This is an optimization exercise on Yosys and OpenROAD, whose aim is small area, not a production implementation.
Only simulation tests tie the RTL to the original design; equivalence was not proved.
No activity file was given, so power comes from the tool's default toggle rates.

==> flow/design.v <==
module m_scale_bias_loader #(
  parameter int ROWS = 4,
  parameter int COLS = 4
) (
  input  logic                                 clk,
  input  logic                                 rst,
  input  logic                                 start,
  input  logic                                 abort,
  input  logic                                 in_valid,
  output logic                                 in_ready,
  input  logic [15:0]                          in_data,
  input  logic                                 swap_req,
  output logic [ROWS-1:0][COLS-1:0][1:0][15:0] scaleMM,
  output logic [ROWS-1:0][COLS-1:0][15:0]      biasMM,
  output logic                                 params_valid,
  output logic                                 busy,
  output logic                                 done,
  output logic                                 err
);
  localparam int RC     = ROWS * COLS;
  localparam int NWORDS = 3 * RC;
  localparam int IDX_W  = $clog2(NWORDS);
  localparam logic [IDX_W-1:0] LAST_IDX = IDX_W'(NWORDS - 1);
  logic                                 load_q, full_q;
  logic [IDX_W-1:0]                     idx_q;
  logic [NWORDS-1:0][15:0]              shadow_q;
  logic [ROWS-1:0][COLS-1:0][1:0][15:0] scale_q;
  logic [ROWS-1:0][COLS-1:0][15:0]      bias_q;
  logic                                 pv_q, done_q, err_q;
  logic                                 accept, last, swap;
  assign in_ready = load_q;
  assign busy     = load_q | full_q;
  assign accept   = in_valid & load_q & ~abort;
  assign last     = (idx_q == LAST_IDX);
  assign swap     = full_q & swap_req & ~abort;
  always_ff @(posedge clk or posedge rst) begin
    if (rst) begin
      load_q <= 1'b0;
      full_q <= 1'b0;
      pv_q   <= 1'b0;
      done_q <= 1'b0;
      err_q  <= 1'b0;
    end else begin
      load_q <= load_q ? ~abort & ~(in_valid & last) : ~full_q & start & ~abort;
      full_q <= full_q ? ~abort & ~swap_req : accept & last;
      pv_q   <= pv_q | swap;
      done_q <= swap;
      err_q  <= busy & start & ~abort;
    end
  end
  always_ff @(posedge clk) begin
    if (!load_q)     idx_q <= '0;
    else if (accept) idx_q <= idx_q + 1'b1;
  end
  always_ff @(posedge clk) begin
    if (accept) shadow_q <= {shadow_q[NWORDS-2:0], in_data};
  end
  always_ff @(posedge clk or posedge rst) begin
    if (rst) begin
      scale_q <= '0;
      bias_q  <= '0;
    end else if (swap) begin
      for (int r = 0; r < ROWS; r++) begin
        for (int c = 0; c < COLS; c++) begin
          scale_q[r][c][0] <= shadow_q[NWORDS-1 - (r*COLS + c)];
          scale_q[r][c][1] <= shadow_q[NWORDS-1 - (RC + r*COLS + c)];
          bias_q[r][c]     <= shadow_q[NWORDS-1 - (2*RC + r*COLS + c)];
        end
      end
    end
  end
  assign scaleMM      = scale_q;
  assign biasMM       = bias_q;
  assign params_valid = pv_q;
  assign done         = done_q;
  assign err          = err_q;
endmodule
==> flow/run.sh <==
#!/bin/bash
# synth_recipe.tcl (not shown) runs the flow's synth.tcl, then flattens the netlist and writes it again
# the make line also repeats each setting of config.mk as NAME=value (left out here)
make -C /OpenROAD-flow-scripts/flow DESIGN_CONFIG=/design/flow/config.mk WORK_HOME=/design/flow/orfs CLKGATE_MAP_FILE= SYNTH_SCRIPT=/design/flow/synth_recipe.tcl finish
==> flow/config.mk <==
export PLATFORM = sky130hd
export DESIGN_NAME = m_scale_bias_loader
export DESIGN_NICKNAME = m_scale_bias_loader
export VERILOG_FILES = /design/flow/design.v
export SDC_FILE = /design/flow/constraint.sdc
export NUM_CORES = 4
export LEC_CHECK = 0
export CAP_MARGIN = 20
export CORE_MARGIN = 2
export CORE_UTILIZATION = 40
export SLEW_MARGIN = 20
==> flow/constraint.sdc <==
create_clock -name core_clock -period 5.0 [get_ports {clk}]
set_input_delay 1.0000 -clock core_clock [delete_from_list [all_inputs] [get_ports {clk}]]
set_output_delay 1.0000 -clock core_clock [all_outputs]
set_load 0.01 [all_outputs]
==> results of run 1 <==
[placed cells by master, fill, tap and decap left out, drive strengths merged, types with 3 or more instances in the layout]
cell type | synthesis | routed
clkdlybuf4s50 | 0 | 794
dfrtp | 773 | 773
edfxtp | 768 | 768
mux2 | 768 | 768
clkbuf | 2 | 222
buf | 85 | 54
clkinv | 0 | 47
bufinv | 0 | 18
clkinvlp | 0 | 10
nand2 | 8 | 8
inv | 3 | 7
dfxtp | 6 | 6
mux2i | 4 | 4
nor2 | 3 | 3
nand2b | 3 | 3
nand4 | 3 | 3
[per-layer routing]
layer	vias up	wire length [um]	GRT usage, %
met2	755	61390	30.37
met3	179	13400	9.003
li1	10980	-	-
met4	0	2898	5.153
met5	-	0	0
met1	13210	49740	22.91
[power groups by stage]
stage / combinational, mW / clock (mW) / sequential [mW]
after floorplan: 0.156 / 0 / 13.8
after global placement: 0.301 / 0 / 13.8
after detailed placement: 0.301 / 0 / 13.8
after CTS: 0.301 / 12.6 / 13.6
after global routing: 0.326 / 13.2 / 13.6
final: 0.283 / 12.3 / 13.6
[per-stage QoR]
stage          hold slack [ps]  util (%)  instances  instance area [um^2]  setup TNS, ps
3_3_place_gp             423.8     48.17       4943                 62290              0
3_5_place_dp             427.1     48.17       4943                 62290              0
6_report                 415.8     52.47       5246                 67850              0
5_1_grt                  420.5     52.46       5244                 67840              0
2_1_floorplan            420.4         -       2440                 52030       -5104170
4_1_cts                  411.0     52.46       5244                 67840              0
[logic make-up after synthesis]
family / Yosys count / share of synthesized area, %
fa+ha+maj: 1 / 0.02406
xor+xnor: 1 / 0.01685
compound gates: 3 / 0.03608
buf+inv: 90 / 1.167
mux: 772 / 16.71
flops: 1547 / 81.78
simple gates: 26 / 0.2695
[critical path, stage by stage, from the launching register on]
cell             delay (ps)
dfrtp_1                 520
or2_2                   360
clkdlybuf4s50_1         480
[registers in the layout (all words and copies together) (netlist names)]
signal,cells
load_q,1
err_q,1
shadow_q,768
bias_q,256
pv_q,1
scale_q,512
done_q,1
idx_q,6
full_q,1
[layout make-up]
type,count,share of cell area [%]
sequential,1547,62.68
multi-input combinational,803,13.08
timing repair buffer,848,12.81
clock buffer,222,6.762
tap,1742,3.212
clock inverter,79,1.420
inverter,3,0.03319
antenna,2,0.007377
[how the worst max path moves through the flow]
stage                               endpoint  cells past startpoint  slack [ps]
floorplan              bias_q[0]$_DFFE_PP0P_                      1       -6600
global placement    scale_q[413]$_DFFE_PP0P_                      5        1480
detailed placement  scale_q[443]$_DFFE_PP0P_                      5        1450
CTS                                     busy                      2        1780
global route                            busy                      2        1750
finish                                  busy                      2        1870
==> results.txt, run 1 <==
- Status: complete, no violations
- RSZ-0062 raised after global routing: no
- Synth cell types: 29
- Final cycle utilization of the critical path: 62.65%
- Vias after detailed routing: 25,120
- Root buf cell: clkbuf_16
- Final Skew: 38.71 ps
- Hold EP: shadow_q[537]$_DFFE_PP_
- Switch share: 20.12%
- Largest area contributor in the netlist: edfxtp_1
- Max FO, Critical Path: 12
- Postcts setup bufs: 0
- CTS buffer count: 160
- Hold path start: shadow_q[521]$_DFFE_PP_
- Sequential-to-total area share from yosys stat: 81.78%
- Maximum clock insertion buffer count: 3
- Max IR drop VDD: 0.3157 mV
- Synthesized instance count: 2,440
- Die height: 364.6 um
- WP data required: 4000 ps
- HP Class: reg2reg
- TritonCTS clock tree: built
- Layout cells sized above 1: 29.50%
- Highest Clock Rate: 0.3193 GHz
- Most numerous cell in the Yosys netlist: dfrtp_1
- Initial detailed-routing violation count: 1,448
- Cell internal pwr: 20.94 mW
- H-tree Lvls: 4
- Via density: 4.788
- R2r endpoint: scale_q[396]$_DFFE_PP0P_
- Tmin final: 3132 ps
- Starting Density: 40.21%
- Setup violations, final: 0
- Die area: 132,900 um^2
- Area of the multi-input gates: 8872 um^2
- Reg2reg path depth: 5
- Initial antenna violation count: 9
- Number of global-route vias before repair: 25,930
- Total wire length: 127,400 um
- Clk pin slew, worst setup/hold paths: 60 ps
- LEAKAGE: 27.94 nW
- Kind of critical path: reg2out
- Total GRT Usage: 18.94%
- Final hold vios: 0
- Hold Path Cell Cnt: 0
- CP Launch Type: flip-flop
- Sw power: 5.273 mW
- Hpwl dp: 88,550 um
- Dpl ws: 1451 ps
- R2R Path Start: full_q$_DFF_PP0_
- Number of flops mapped to enable cells by yosys: 768
- Seq. cell area: 42,530 um^2
- # IOs: 795
- Synth Area per Inst: 21.31 um^2
- Max transition margin: 52.07%
- Area grow syn2layout: 30.47%
- Clock network power share: 47.1%
- Slew Viols, Final: 0
- Yosys reg bits: 1,547
- Clock latency (worst-skew pair): 770 ps
- Filler instances: 10,380
- Hold buffer count at CTS: 0
- Routed len/inst: 24.29 um
- Final Net Count: 3,386
- Post-CTS sizing: 0
- Crit path from: load_q$_DFF_PP0_
- Main synth FF type: dfrtp_1
- RePlAce Congestion: 0.7828
- Tot Pwr: 26.21 mW
- 1st-pass router iterations: 5
- Floorplan core area: 129,300 um^2
- Post-DRT Antenna Nets: 0
- Gate power share: 1.1%
- # port buffers: 794
- Die X: 364.6 um
- Post-synth top area share: 44.35%
- Placement row count: 132
- Syn nets: 2,463
- Synth top cells by count: 773 x dfrtp_1, 768 x edfxtp_1, 726 x mux2_2, 42 x mux2_1, 38 x buf_2
- Yosys warns: 1
- GR Overflow Total: 0
- Crit path DAT: 2130 ps
- Power Dens Cells: 386.3 nW/um^2
- Asr flop ratio synth: 49.97%
- Seq pwr share: 51.8%
- Crit end category: output port
- Top cells by area, synth: edfxtp_1 44%, dfrtp_1 37%, mux2_2 16%
- Max cap viols: 0
- Worst Max-Slew Pin Slew: 717.4 ps
- DRC: 0
- Worst R2R Setup Slack: 2590 ps
- Largest net degree at the start of global routing: 102
- Fin worst setup slack: 1868 ps
- Mapped Area: 52,000 um^2
- Clock Sinks: 1,547
- First-pass GRT wire length: 182,000 um
==> inputs of run 2 (changes only) <==
--- a/flow/design.v
+++ b/flow/design.v
@@ -53,13 +53,10 @@
     else if (accept) idx_q <= idx_q + 1'b1;
   end
   always_ff @(posedge clk) begin
-    if (accept) shadow_q <= {shadow_q[NWORDS-2:0], in_data};
+    if (accept) shadow_q <= {shadow_q[NWORDS-2:0], ~in_data};
   end
-  always_ff @(posedge clk or posedge rst) begin
-    if (rst) begin
-      scale_q <= '0;
-      bias_q  <= '0;
-    end else if (swap) begin
+  always_ff @(posedge clk) begin
+    if (swap) begin
       for (int r = 0; r < ROWS; r++) begin
         for (int c = 0; c < COLS; c++) begin
           scale_q[r][c][0] <= shadow_q[NWORDS-1 - (r*COLS + c)];
@@ -69,8 +66,8 @@
       end
     end
   end
-  assign scaleMM      = scale_q;
-  assign biasMM       = bias_q;
+  assign scaleMM      = ~(scale_q | {(2*RC*16){~pv_q}});
+  assign biasMM       = ~(bias_q  | {(RC*16){~pv_q}});
   assign params_valid = pv_q;
   assign done         = done_q;
   assign err          = err_q;
--- a/flow/config.mk
+++ b/flow/config.mk
@@ -5,6 +5,7 @@
 export SDC_FILE = /design/flow/constraint.sdc
 export NUM_CORES = 4
 export LEC_CHECK = 0
+export ABC_AREA = 1
 export CAP_MARGIN = 20
 export CORE_MARGIN = 2
 export CORE_UTILIZATION = 40
==> run 2 against run 1 <==
Compared with the run above: highest routed layer unchanged; synthesized area fell by 3.8%; critical path depth rose by 3; largest cell class unchanged; synthesized cell count rose by 1.3%; worst setup slack got worse by 940 ps; design area fell by 3.1%; largest power group unchanged; final cell count fell by 1.4%.
==> results.txt, run 2 <==
- Tmin final: 4075 ps
- Final core utilization: 53.04%
- Clk pin slew, worst setup/hold paths: 60 ps
- Placed cells: 4,907
- Clock network power share: 43.5%
- Initial antenna violation count: 5
- Layout cells sized above 1: 8.600%
- Tot Pwr: 25.92 mW
- Crit path from: pv_q$_DFF_PP0_
- Max transition margin: 37.74%
- Placement row count: 129
- Post-synth top area share: 92.21%
- Sw power: 4.925 mW
- Setup violations, final: 0
- Gate power share: 0.7%
- Die height: 357.6 um
- Initial detailed-routing violation count: 2,223
- Max cap viols: 0
- Cell family with most CP delay: buffers and inverters
- Dpl ws: 1328 ps
- Total GRT Usage: 18.28%
- Most used cell, CP: buf_12
- Area grow syn2layout: 31.45%
- Final non-filler cell area: 65,750 um^2
- Max FO, Critical Path: 102
- Syn nets: 2,495
- Final Skew: 36.69 ps
- Top cells by area, synth: edfxtp_1 92%, nor2_1 5.8%, buf_2 0.78%
- Cell Area, Placed: 60,770 um^2
- Floorplan core area: 124,000 um^2
- Register bank with the most flops: shadow_q
- Highest Clock Rate: 0.2454 GHz
- CTS buffer count: 151
- Cell internal pwr: 20.99 mW
- Synth Area per Inst: 20.23 um^2
- Asr flop ratio synth: 0.3232%
- Clock Sinks: 1,547
- Worst-path cell chain: inv_8, buf_12, buf_12, nor2_1, clkdlybuf4s50_1
- Die X: 357.6 um
- R2R Path Start: load_q$_DFF_PP0_
- Total wire length: 120,400 um
- Commonest non-fill, non-tap cell in the layout: edfxtp_1
- Largest net degree at the start of global routing: 108
- 1st-pass router iterations: 5
- Most numerous cell in the Yosys netlist: edfxtp_1
- Kind of critical path: reg2out
- Fin worst setup slack: 924.7 ps
- Number of flops mapped to enable cells by yosys: 1,536
- Worst Hold Slack: 417.8 ps
- Number of global-route vias before repair: 23,710
- Yosys warns: 1
- Routed len/inst: 23.26 um
- Most frequent cells in the layout: 1,536 x edfxtp_1, 794 x clkdlybuf4s50_1, 778 x nor2_1
- Worst Max-Slew Pin Slew: 931.8 ps
- Post-DRT Antenna Nets: 0
- RePlAce Congestion: 0.8312
- DRC: 0
- Postcts setup bufs: 0
- Post-CTS sizing: 0
- First-pass GRT wire length: 165,500 um
- Final Net Count: 3,446
- Hold buffer count at CTS: 0
- Clock latency (worst-skew pair): 750 ps
- Slew Viols, Final: 0
- Die area: 127,900 um^2
- Via density: 4.630
- # port buffers: 794
- Main synth FF type: edfxtp_1
- TritonCTS clock tree: built
- Mapped Area: 50,020 um^2
- Max IR drop VDD: 0.3137 mV
- # IOs: 795
- Final hold vios: 0
- Starting Density: 40.35%
- Stages on worst setup path: 5
- Synthesized instance count: 2,472
- Worst R2R Setup Slack: 2560 ps
- Hpwl dp: 84,580 um
- Synth top cells by count: 1,536 x edfxtp_1, 779 x nor2_1, 78 x buf_2, 25 x inv_1, 14 x nand2_1
- Status: complete, no violations
- Root buf cell: clkbuf_16
- R2r endpoint: shadow_q[248]$_DFFE_PP_
- H-tree Lvls: 4
- Switch share: 19.01%
- Crit end category: output port
- Fin cells: 5,175
- Crit path DAT: 3080 ps
- CP max stage delay: 560 ps
- Crit path to: biasMM[30]
- Largest area contributor in the netlist: edfxtp_1
- LEAKAGE: 21.64 nW
- Slowest-stage cell, CP: clkdlybuf4s50_1
- Power Dens Cells: 394.2 nW/um^2
- CP Launch Type: flip-flop
- Vias after detailed routing: 23,960
- Yosys reg bits: 1,547
- Final cycle utilization of the critical path: 81.51%
- Reg2reg path depth: 5
- Setup TNS: 0 ps
- Sequential-to-total area share from yosys stat: 92.70%
- WP data required: 4000 ps
- GR Overflow Total: 0
- Critical path buffer and inverter count: 4
- Max reg flops: 768
- Biggest regs: shadow_q (768), scale_q (512), bias_q (256)
- Synth cell types: 19
- RSZ-0062 raised after global routing: no
- Seq pwr share: 55.8%
- HP Class: reg2reg
- Maximum clock insertion buffer count: 3
run 2: area by class of cell:
type | count | area, um^2
Timing Repair Buffer | 884 | 9106
Clock buffer | 178 | 3965
Clock inverter | 87 | 1005
Inverter | 26 | 121.4
Fill cell | 9808 | 58210
Multi-Input combinational cell | 813 | 3127
Tap cell | 1637 | 2048
Sequential cell | 1547 | 46370
Antenna cell | 3 | 7.507
run 2: layer usage:
layer / track usage [%] / share of wire, % / vias to the layer above
met5: 0 / 0 / -
li1: - / - / 10950
met1: 23.02 / 40 / 11920
met2: 28.89 / 47 / 957
met4: 5.004 / 1.8 / 0
met3: 8.036 / 11 / 128
run 2: power by group through the flow:
stage | clock (mW) | combinational (mW) | sequential [mW]
floorplan | 0 | 0.0845 | 14.8
global placement | 0 | 0.173 | 14.7
detailed placement | 0 | 0.179 | 14.7
CTS | 11.5 | 0.179 | 14.5
global route | 12.0 | 0.192 | 14.5
finish | 11.3 | 0.174 | 14.5
run 2: kinds of logic after synthesis:
| kind of cell | synth area share, % |
|---|---|
| fa+ha+maj | 0.02501 |
| buf+inv | 1.103 |
| simple gates | 6.098 |
| flops | 92.70 |
| compound gates | 0.07003 |
run 2: worst min-delay path by stage:
stage,cells after the start,from,to
floorplan,0,shadow_q[752]$_DFFE_PP_,scale_q[0]$_DFFE_PP_
global placement,0,shadow_q[765]$_DFFE_PP_,scale_q[13]$_DFFE_PP_
detailed placement,0,shadow_q[762]$_DFFE_PP_,scale_q[10]$_DFFE_PP_
CTS,2,rst,full_q$_DFF_PP0_
global route,0,shadow_q[553]$_DFFE_PP_,shadow_q[569]$_DFFE_PP_
finish,0,shadow_q[553]$_DFFE_PP_,shadow_q[569]$_DFFE_PP_
run 2: worst register-to-register path, cell delays in order, from the launching register on:
cell and delay (ps):
dfrtp_1 680, nand2_8 80, nor2_4 570, buf_16 250, buf_12 220, buf_12 280
==> inputs of run 3 (changes only) <==
==> flow/flow/run.sh (new file) <==
#!/bin/bash
set -euo pipefail
bash standard.sh BUFFER_PORTS_ARGS="-buffer_cell sky130_fd_sc_hd__buf_1" finish > standard_make.log 2>&1
==> flow/standard.sh (new file) <==
#!/bin/bash
# synth_recipe.tcl (not shown) runs the flow's synth.tcl, then flattens the netlist and writes it again
# the make line also repeats each setting of config.mk as NAME=value (left out here)
make -C /OpenROAD-flow-scripts/flow DESIGN_CONFIG=/design/flow/config.mk WORK_HOME=/design/flow/orfs CLKGATE_MAP_FILE= SYNTH_SCRIPT=/design/flow/synth_recipe.tcl "${@:-finish}"
--- a/flow/config.mk
+++ b/flow/config.mk
@@ -8,5 +8,8 @@
 export ABC_AREA = 1
 export CAP_MARGIN = 20
 export CORE_MARGIN = 2
-export CORE_UTILIZATION = 40
+export CORE_UTILIZATION = 88
+export CTS_BUF_LIST = sky130_fd_sc_hd__clkbuf_8
+export CTS_CLUSTER_DIAMETER = 60
+export CTS_CLUSTER_SIZE = 16
 export SLEW_MARGIN = 20
removed: flow/run.sh
==> run 3 against run 2 <==
Compared with the run above: the run now fails in 3_5_place_dp; synthesized cell count stayed put; synthesized area stayed put.
==> results.txt, run 3 <==
- Number of flops mapped to enable cells by yosys: 1,536
- Placement row count: 87
- Yosys reg bits: 1,547
- Most numerous cell in the Yosys netlist: edfxtp_1
- Status: aborted with a tool error
- Starting Density: 88.88%
- Yosys warns: 1
- Synth cell types: 19
- Synthesized instance count: 2,472
- Synth Area per Inst: 20.23 um^2
- Synth Area in Adders: 0.02501%
- Synth top cells by count: 1,536 x edfxtp_1, 779 x nor2_1, 78 x buf_2, 25 x inv_1, 14 x nand2_1
- Fail Step: 3_5_place_dp
- Simple-Gate Fraction of Synth Area: 6.099%
- Sequential-to-total area share from yosys stat: 92.70%
- # port buffers: 794
- Err: Error: detail_place.tcl, 38 bad optional access
- Post-synth top area share: 92.21%
- RePlAce Congestion: 0.9645
- XOR/XNOR Fraction of Synth Area: 0%
- Die height: 242.4 um
- Asr flop ratio synth: 0.3232%
- Syn nets: 2,495
- Mapped Area: 50,020 um^2
- Die X: 242.4 um
- Largest area contributor in the netlist: edfxtp_1
- # IOs: 795
- Post-synthesis compound-gate area fraction: 0.07004%
- Post-synthesis mux area share: 0%
- Top cells by area, synth: edfxtp_1 92%, nor2_1 5.8%, buf_2 0.78%
- Main synth FF type: edfxtp_1
- Largest family of logic cells by synthesized area: simple AND/OR/NAND/NOR gates
## run 3: worst max-delay path by stage
stage	start	endpoint	slack, ps
2_1_floorplan	abort	done_q$_DFF_PP0_	-8200
3_3_place_gp	in_valid	shadow_q[709]$_DFFE_PP_	1870
## run 3: power by group through the flow
| stage | Clock, mW | Sequential [mW] | Combinational [mW] |
|---|---|---|---|
| after floorplan | 0 | 14.8 | 0.0845 |
| after global placement | 0 | 14.7 | 0.133 |
## run 3: logic make-up after synthesis
group / count (synthesis)
DFF: 1547
buffers and inverters: 112
AOI/OAI and AO/OA: 7
adders and majority gates: 1
and+or+nand+nor: 805
## run 3: through the flow
stage / worst slack [ps] / hold slack, ps
floorplan: -8198 / 400.3
global placement: 1869 / 401.9
==> inputs of run 4 (changes only) <==
--- a/flow/config.mk
+++ b/flow/config.mk
@@ -8,7 +8,7 @@
 export ABC_AREA = 1
 export CAP_MARGIN = 20
 export CORE_MARGIN = 2
-export CORE_UTILIZATION = 88
+export CORE_UTILIZATION = 84
 export CTS_BUF_LIST = sky130_fd_sc_hd__clkbuf_8
 export CTS_CLUSTER_DIAMETER = 60
 export CTS_CLUSTER_SIZE = 16
==> run 4 against run 3 <==
Compared with the run above: the flow again stops in 3_5_place_dp; synthesized area did not move; synthesized cell count is the same.
==> results.txt, run 4 <==
- Post-synth top area share: 92.21%
- Hpwl dp: 95,780 um
- Die height: 248.0 um
- Synth Area per Inst: 20.23 um^2
- Yosys warns: 1
- # port buffers: 794
- Mapped Area: 50,020 um^2
- Most numerous cell in the Yosys netlist: edfxtp_1
- # IOs: 795
- Largest area contributor in the netlist: edfxtp_1
- Asr flop ratio synth: 0.3232%
- RePlAce Congestion: 0.9631
- Main synth FF type: edfxtp_1
- Synth cell types: 19
- Starting Density: 84.91%
- Status: aborted with a tool error
- Synthesized instance count: 2,472
- Syn nets: 2,495
- Sequential-to-total area share from yosys stat: 92.70%
- Placement row count: 89
- Fail Step: 3_5_place_dp
- Yosys reg bits: 1,547
- Die X: 248.0 um
- Synth top cells by count: 1,536 x edfxtp_1, 779 x nor2_1, 78 x buf_2, 25 x inv_1, 14 x nand2_1
- Top cells by area, synth: edfxtp_1 92%, nor2_1 5.8%, buf_2 0.78%
- Number of flops mapped to enable cells by yosys: 1,536
- Err: [ERROR DPL-0033] detailed placement checks failed during check placement.
==> run 4: cell counts after synthesis <==
Identical to the previous run, type by type.
==> run 4: kinds of logic after synthesis <==
logic type               after synthesis  synth area share, %
buffers and inverters                112                1.103
flip-flops                          1547                92.70
adder cells (fa/ha/maj)                1              0.02501
AO/OA/AOI/OAI                          7              0.07003
AND/OR/NAND/NOR                      805                6.098
==> run 4: per-stage QoR <==
step / std cells / cell area [um^2] / hold WS (ps)
2_1_floorplan: 2472 / 50060 / 400.3
3_3_place_gp: 4011 / 54280 / 403.0
==> run 4: worst max path at each step <==
stage | endpoint | cells past startpoint | slack, ps | startpoint
global placement | scale_q[66]$_DFFE_PP_ | 5 | 1770 | abort
floorplan | done_q$_DFF_PP0_ | 3 | -8200 | abort
==> run 4: power by group through the flow <==
stage             logic (mW)  clock network [mW]  registers, mW
floorplan             0.0845                   0           14.8
global placement       0.139                   0           14.7
==> inputs of run 5 (changes only) <==
--- a/flow/config.mk
+++ b/flow/config.mk
@@ -8,7 +8,7 @@
 export ABC_AREA = 1
 export CAP_MARGIN = 20
 export CORE_MARGIN = 2
-export CORE_UTILIZATION = 84
+export CORE_UTILIZATION = 80
 export CTS_BUF_LIST = sky130_fd_sc_hd__clkbuf_8
 export CTS_CLUSTER_DIAMETER = 60
 export CTS_CLUSTER_SIZE = 16
==> run 5 against run 4 <==
Compared with the run above: now clean on timing, DRC and antenna; synthesized cell count unchanged; synthesized area unchanged.
==> results.txt, run 5 <==
- Number of global-route vias before repair: 25,910
- # port buffers: 794
- Final Net Count: 3,353
- Placement row count: 91
- Die area: 64,540 um^2
- Die height: 254.1 um
- Slowest-stage cell, CP: inv_8
- Total GRT Usage: 40.68%
- RePlAce Congestion: 0.9583
- Worst Max-Slew Pin Slew: 927.7 ps
- Worst R2R Setup Slack: 2390 ps
- RSZ-0062 raised after global routing: no
- Final Skew: 45.89 ps
- Fin cells: 4,185
- Slew Viols, Final: 0
- Highest Clock Rate: 0.2611 GHz
- Yosys reg bits: 1,547
- Top cells by area, synth: edfxtp_1 92%, nor2_1 5.8%, buf_2 0.78%
- Starting Density: 81.05%
- Clock Sinks: 1,547
- Crit path DAT: 2830 ps
- Commonest non-fill, non-tap cell in the layout: edfxtp_1
- Post-DRT Antenna Nets: 0
- Main synth FF type: edfxtp_1
- Max reg flops: 768
- Max FO, Critical Path: 140
- Floorplan core area: 61,710 um^2
- Die X: 254.1 um
- GR Overflow Total: 0
- Maximum clock insertion buffer count: 3
- Syn nets: 2,495
- Max IR drop VDD: 0.2773 mV
- Status: complete, no violations
- Synth cell types: 19
- Most numerous cell in the Yosys netlist: edfxtp_1
- Synth top cells by count: 1,536 x edfxtp_1, 779 x nor2_1, 78 x buf_2, 25 x inv_1, 14 x nand2_1
- Number of flops mapped to enable cells by yosys: 1,536
- Final cycle utilization of the critical path: 76.59%
- CP Launch Type: flip-flop
- Post-CTS sizing: 0
- Biggest regs: shadow_q (768), scale_q (512), bias_q (256)
- Cell Area, Placed: 54,270 um^2
- Most frequent cells in the layout: 1,536 x edfxtp_1, 794 x buf_1, 778 x nor2_1
- Hpwl dp: 82,280 um
- Root buf cell: clkbuf_8
- Routed len/inst: 31.35 um
- Max cap viols: 0
- H-tree Lvls: 3
- Crit end category: output port
- Final non-filler cell area: 55,880 um^2
- Layout cells sized above 1: 4.870%
- Register bank with the most flops: shadow_q
- Mapped Area: 50,020 um^2
- Synthesized instance count: 2,472
- CTS buffer count: 106
- HP Class: in2async
- LEAKAGE: 17.63 nW
- Critical path buffer and inverter count: 3
- Power Dens Cells: 363.7 nW/um^2
- Setup violations, final: 0
- # IOs: 795
- First-pass GRT wire length: 179,500 um
- Setup TNS: 0 ps
- Worst-path cell chain: inv_8, buf_12, nor2_1, buf_1
- Asr flop ratio synth: 0.3232%
- WP data required: 4000 ps
- Placed cells: 4,059
- Postcts setup bufs: 0
- Yosys warns: 1
- Sequential-to-total area share from yosys stat: 92.70%
- 1st-pass router iterations: 7
- Total wire length: 131,200 um
- DRC: 0
- Initial antenna violation count: 4
- Kind of critical path: reg2out
- Max transition margin: 38.16%
- Initial detailed-routing violation count: 4,419
- TritonCTS clock tree: built
- Cell family with most CP delay: buffers and inverters
- CP max stage delay: 630 ps
- Synth Area per Inst: 20.23 um^2
- Hold buffer count at CTS: 0
- Reg2reg path depth: 3
- Via density: 6.452
- Area grow syn2layout: 11.72%
- Clk pin slew, worst setup/hold paths: 100 ps
- Final hold vios: 0
- Largest area contributor in the netlist: edfxtp_1
- Vias after detailed routing: 27,000
- Tmin final: 3829 ps
- Stages on worst setup path: 4
- Largest net degree at the start of global routing: 144
- Post-synth top area share: 92.21%
- Clock latency (worst-skew pair): 770 ps
==> run 5: cell counts after synthesis <==
No cell type changed its count.
==> run 5: cell type report <==
| cell class | count | area [um^2] |
|---|---|---|
| Timing Repair Buffer | 836 | 3608 |
| Clock inverter | 12 | 48.80 |
| Tap cell | 837 | 1047 |
| Multi-Input combinational cell | 813 | 3127 |
| Clock buffer | 113 | 1555 |
| Sequential cell | 1547 | 46370 |
| Fill cell | 1798 | 5832 |
| Antenna cell | 1 | 2.502 |
| Inverter | 26 | 121.4 |
==> run 5: worst paths after layout <==
path,start,endpoint
worst min-delay path,rst,err_q$_DFF_PP0_
worst max register to register,load_q$_DFF_PP0_,shadow_q[188]$_DFFE_PP_
worst min register to register,shadow_q[712]$_DFFE_PP_,scale_q[104]$_DFFE_PP_
max in group asynchronous,rst,done_q$_DFF_PP0_
worst max-delay path,pv_q$_DFF_PP0_,scaleMM[243]
min in group core_clock,shadow_q[712]$_DFFE_PP_,scale_q[104]$_DFFE_PP_
==> run 5: worst reg2reg max path, delay by kind of cell, from the launching register on <==
| kind | cells | cell delay [ps] |
|---|---|---|
| simple gates | 2 | 820 |
| flops | 1 | 690 |
| buf+inv | 1 | 570 |
==> run 5: per-layer routing <==
layer	part of all wire (%)	wire length [um]	GRT usage, %	up-vias
met4	7.8	10250	25.95	8
met2	49	64240	65.59	2707
met3	14	18050	14.25	634
met1	29	38620	47.17	13020
met5	0.043	56	0.07722	-
li1	-	-	-	10630
==> run 5: logic make-up after synthesis <==
family                   count (synthesis)  synth area share [%]
AO/OA/AOI/OAI                            7               0.07003
adder cells (fa/ha/maj)                  1               0.02501
buffers and inverters                  112                 1.103
flip-flops                            1547                 92.70
AND/OR/NAND/NOR                        805                 6.098
==> run 5: power by group <==
group | internal (mW) | switching [mW]
Combinational | 0.0228 | 0.124
Clock | 2.03 | 3.69
Sequential | 14.3 | 0.120
==> run 5: through the flow <==
| stage | worst slack [ps] | utilization, % | total power [mW] | hold slack (ps) |
|---|---|---|---|---|
| final | 1171 | 90.55 | 20.33 | 141.8 |
| after global routing | 1011 | 90.55 | 20.68 | 116.0 |
| after CTS | 1144 | 90.55 | 20.30 | 114.3 |
| after detailed placement | 1885 | 87.95 | 14.88 | 404.5 |
| after global placement | 1940 | 87.95 | 14.85 | 400.5 |
| after floorplan | -8198 | - | 14.85 | 400.3 |
==> inputs of run 6 (changes only) <==
--- a/flow/config.mk
+++ b/flow/config.mk
@@ -11,5 +11,5 @@
 export CORE_UTILIZATION = 80
 export CTS_BUF_LIST = sky130_fd_sc_hd__clkbuf_8
 export CTS_CLUSTER_DIAMETER = 60
-export CTS_CLUSTER_SIZE = 16
+export CTS_CLUSTER_SIZE = 18
 export SLEW_MARGIN = 20
==> run 6 against run 5 <==
Compared with the run above: die area is the same; non-clock buffer count unchanged; core utilization shrank 0.29 points; synthesized cell count unchanged; still clean; synthesized area stayed put; first-iteration DRC count down 4.3%; wire length down 5.0%; global-route usage fell by 2.3 points; total power is 1.9% lower; largest cell class unchanged; critical endpoint is now scaleMM[184]; register-to-register slack better by 70 ps; highest routed layer is now met4.
==> results.txt, run 6 <==
- Status: complete, no violations
- Tmin final: 3862 ps
- Setup violations, final: 0
- Area grow syn2layout: 11.36%
- Final cycle utilization of the critical path: 77.25%
- Max reg flops: 768
- TritonCTS clock tree: built
- Tot Pwr: 19.93 mW
- Sequential-to-total area share from yosys stat: 92.70%
- Maximum clock insertion buffer count: 3
- LEAKAGE: 17.52 nW
- Die height: 254.1 um
- Hpwl dp: 82,280 um
- 1st-pass router iterations: 6
- Kind of critical path: reg2out
- Die X: 254.1 um
- Floorplan core area: 61,710 um^2
- Vias after detailed routing: 26,180
- Postcts setup bufs: 0
- Mapped Area: 50,020 um^2
- Highest Clock Rate: 0.2589 GHz
- RePlAce Congestion: 0.9583
- Largest net degree at the start of global routing: 144
- Initial detailed-routing violation count: 4,231
- Setup TNS: 0 ps
- Worst Max-Slew Pin Slew: 941.0 ps
- DRC: 0
- CP Launch Type: flip-flop
- Final hold vios: 0
- Root buf cell: clkbuf_8
- First-pass GRT wire length: 169,400 um
- GR Overflow Total: 0
- RSZ-0062 raised after global routing: no
- Die area: 64,540 um^2
- Largest area contributor in the netlist: edfxtp_1
- Max FO, Critical Path: 140
- Final Net Count: 3,343
- Clock Sinks: 1,547
- Layout cells sized above 1: 4.556%
- Yosys reg bits: 1,547
- Clk pin slew, worst setup/hold paths: 120 ps
- # IOs: 795
- Reg2reg path depth: 3
- Clock latency (worst-skew pair): 750 ps
- Register bank with the most flops: shadow_q
- R2r endpoint: shadow_q[219]$_DFFE_PP_
- Hold buffer count at CTS: 0
- Number of global-route vias before repair: 25,270
- Max IR drop VDD: 0.3313 mV
- Number of flops mapped to enable cells by yosys: 1,536
- Total wire length: 124,700 um
- R2R Path Start: load_q$_DFF_PP0_
- Commonest non-fill, non-tap cell in the layout: edfxtp_1
- WP data required: 4000 ps
- Max transition margin: 37.12%
- Crit path DAT: 2860 ps
- Slew Viols, Final: 0
- Syn nets: 2,495
- Starting Density: 81.05%
- Routed len/inst: 29.87 um
- Via density: 6.272
- Power Dens Cells: 357.8 nW/um^2
- Main synth FF type: edfxtp_1
- Placed cells: 4,059
- Worst R2R Setup Slack: 2460 ps
- Initial antenna violation count: 1
- Asr flop ratio synth: 0.3232%
- Top cells by area, synth: edfxtp_1 92%, nor2_1 5.8%, buf_2 0.78%
- Placement row count: 91
- Crit path from: pv_q$_DFF_PP0_
- Total GRT Usage: 38.37%
- Post-DRT Antenna Nets: 0
- HP Class: in2async
- Synth top cells by count: 1,536 x edfxtp_1, 779 x nor2_1, 78 x buf_2, 25 x inv_1, 14 x nand2_1
- # port buffers: 794
- Final Skew: 30.77 ps
- Post-synth top area share: 92.21%
- Yosys warns: 1
- Biggest regs: shadow_q (768), scale_q (512), bias_q (256)
- CTS buffer count: 96
- Synth Area per Inst: 20.23 um^2
- Max cap viols: 0
- Post-CTS sizing: 0
- Most frequent cells in the layout: 1,536 x edfxtp_1, 794 x buf_1, 778 x nor2_1
- Synth cell types: 19
- Crit end category: output port
- Synthesized instance count: 2,472
- Final core utilization: 90.26%
- H-tree Lvls: 3
- Most numerous cell in the Yosys netlist: edfxtp_1
- Fin cells: 4,174
- Crit path to: scaleMM[184]
[run 6: worst max-delay path: stages, from the launching register on]
cell and delay, ps:
dfrtp_1 470, inv_8 600, buf_4 530, nor2_1 160
buf_1 210
[run 6: kinds of logic after synthesis]
logic type	Yosys count	synth area share (%)
fa+ha+maj	1	0.02501
compound gates	7	0.07003
flops	1547	92.70
buf+inv	112	1.103
simple gates	805	6.098
[run 6: power breakdown]
part	leakage, nW	switching [mW]	internal [mW]	total (mW)
combinational	2.73	0.121	0.0228	0.144
clock	0.764	3.56	1.77	5.33
sequential	14.0	0.116	14.3	14.5
total	17.5	3.79	16.1	19.9
[run 6: metrics by stage]
stage	worst slack, ps	instance area, um^2	hold WS (ps)
2_1_floorplan	-8198	50060	400.3
3_3_place_gp	1940	54270	400.5
3_5_place_dp	1885	54270	404.5
4_1_cts	1112	55700	83.04
5_1_grt	988.5	55700	108.5
6_report	1138	55700	136.0
[run 6: worst min path at each step]
stage	end
floorplan	scale_q[0]$_DFFE_PP_
global placement	scale_q[13]$_DFFE_PP_
detailed placement	scale_q[1]$_DFFE_PP_
CTS	err_q$_DFF_PP0_
global route	err_q$_DFF_PP0_
finish	err_q$_DFF_PP0_
[run 6: layer usage]
metal  share of wire, %  GRT usage (%)  vias up
met5                  0              0        -
met4                7.3          23.82        0
met3                 13          12.58      509
met2                 49          62.51     2408
met1                 30          44.81    12660
li1                   -              -    10610
[run 6: layout make-up]
class | instances | area, um^2
Sequential cell | 1547 | 46370
Fill cell | 1859 | 6008
Timing Repair Buffer | 836 | 3608
Multi-Input combinational cell | 813 | 3127
Clock buffer | 97 | 1335
Tap cell | 837 | 1047
Inverter | 26 | 121.4
Clock inverter | 17 | 92.59
Antenna cell | 1 | 2.502

==> port drivers added, routing unchanged <==
How much do the figures lean on ideal ports? The routed layouts below were timed once more, with nothing changed but the port constraints. Step 1 (the two cells are an assumption about what drives the block):
set clk [get_ports {clk}]
set_driving_cell -lib_cell sky130_fd_sc_hd__clkbuf_16 $clk
set_driving_cell -lib_cell sky130_fd_sc_hd__buf_2 [delete_from_list [all_inputs] $clk]
Step 2 adds t to the input delays and takes it off the output delays; t is the mean of the earliest and latest rising clock arrival at the registers after step 1. Input paths then give back, and output paths get back, about the clock's delay inside the block. Slacks: no drivers / after step 1 / after step 2; pairs: no drivers / after step 1.
run | t, ns | setup slack, ns | worst setup path after step 2 | clock arrival spread, ns | worst register clock-pin slew, ns
run 1 | 0.820 | 1.868 / 1.795 / 1.504 | input to register | 0.044 / 0.044 | 0.07 / 0.07
run 2 | 0.797 | 0.925 / 0.860 / 1.363 | input to register | 0.037 / 0.037 | 0.07 / 0.07
run 5 | 0.814 | 1.171 / 1.105 / 1.779 | input to register | 0.054 / 0.054 | 0.11 / 0.11
run 6 | 0.796 | 1.138 / 1.070 / 1.813 | input to register | 0.040 / 0.040 | 0.12 / 0.12
After both steps every run listed still meets setup and hold. For run 1, which loses most, drivers alone change the setup slack by -0.073 ns; drivers and shift together by -0.364 ns.
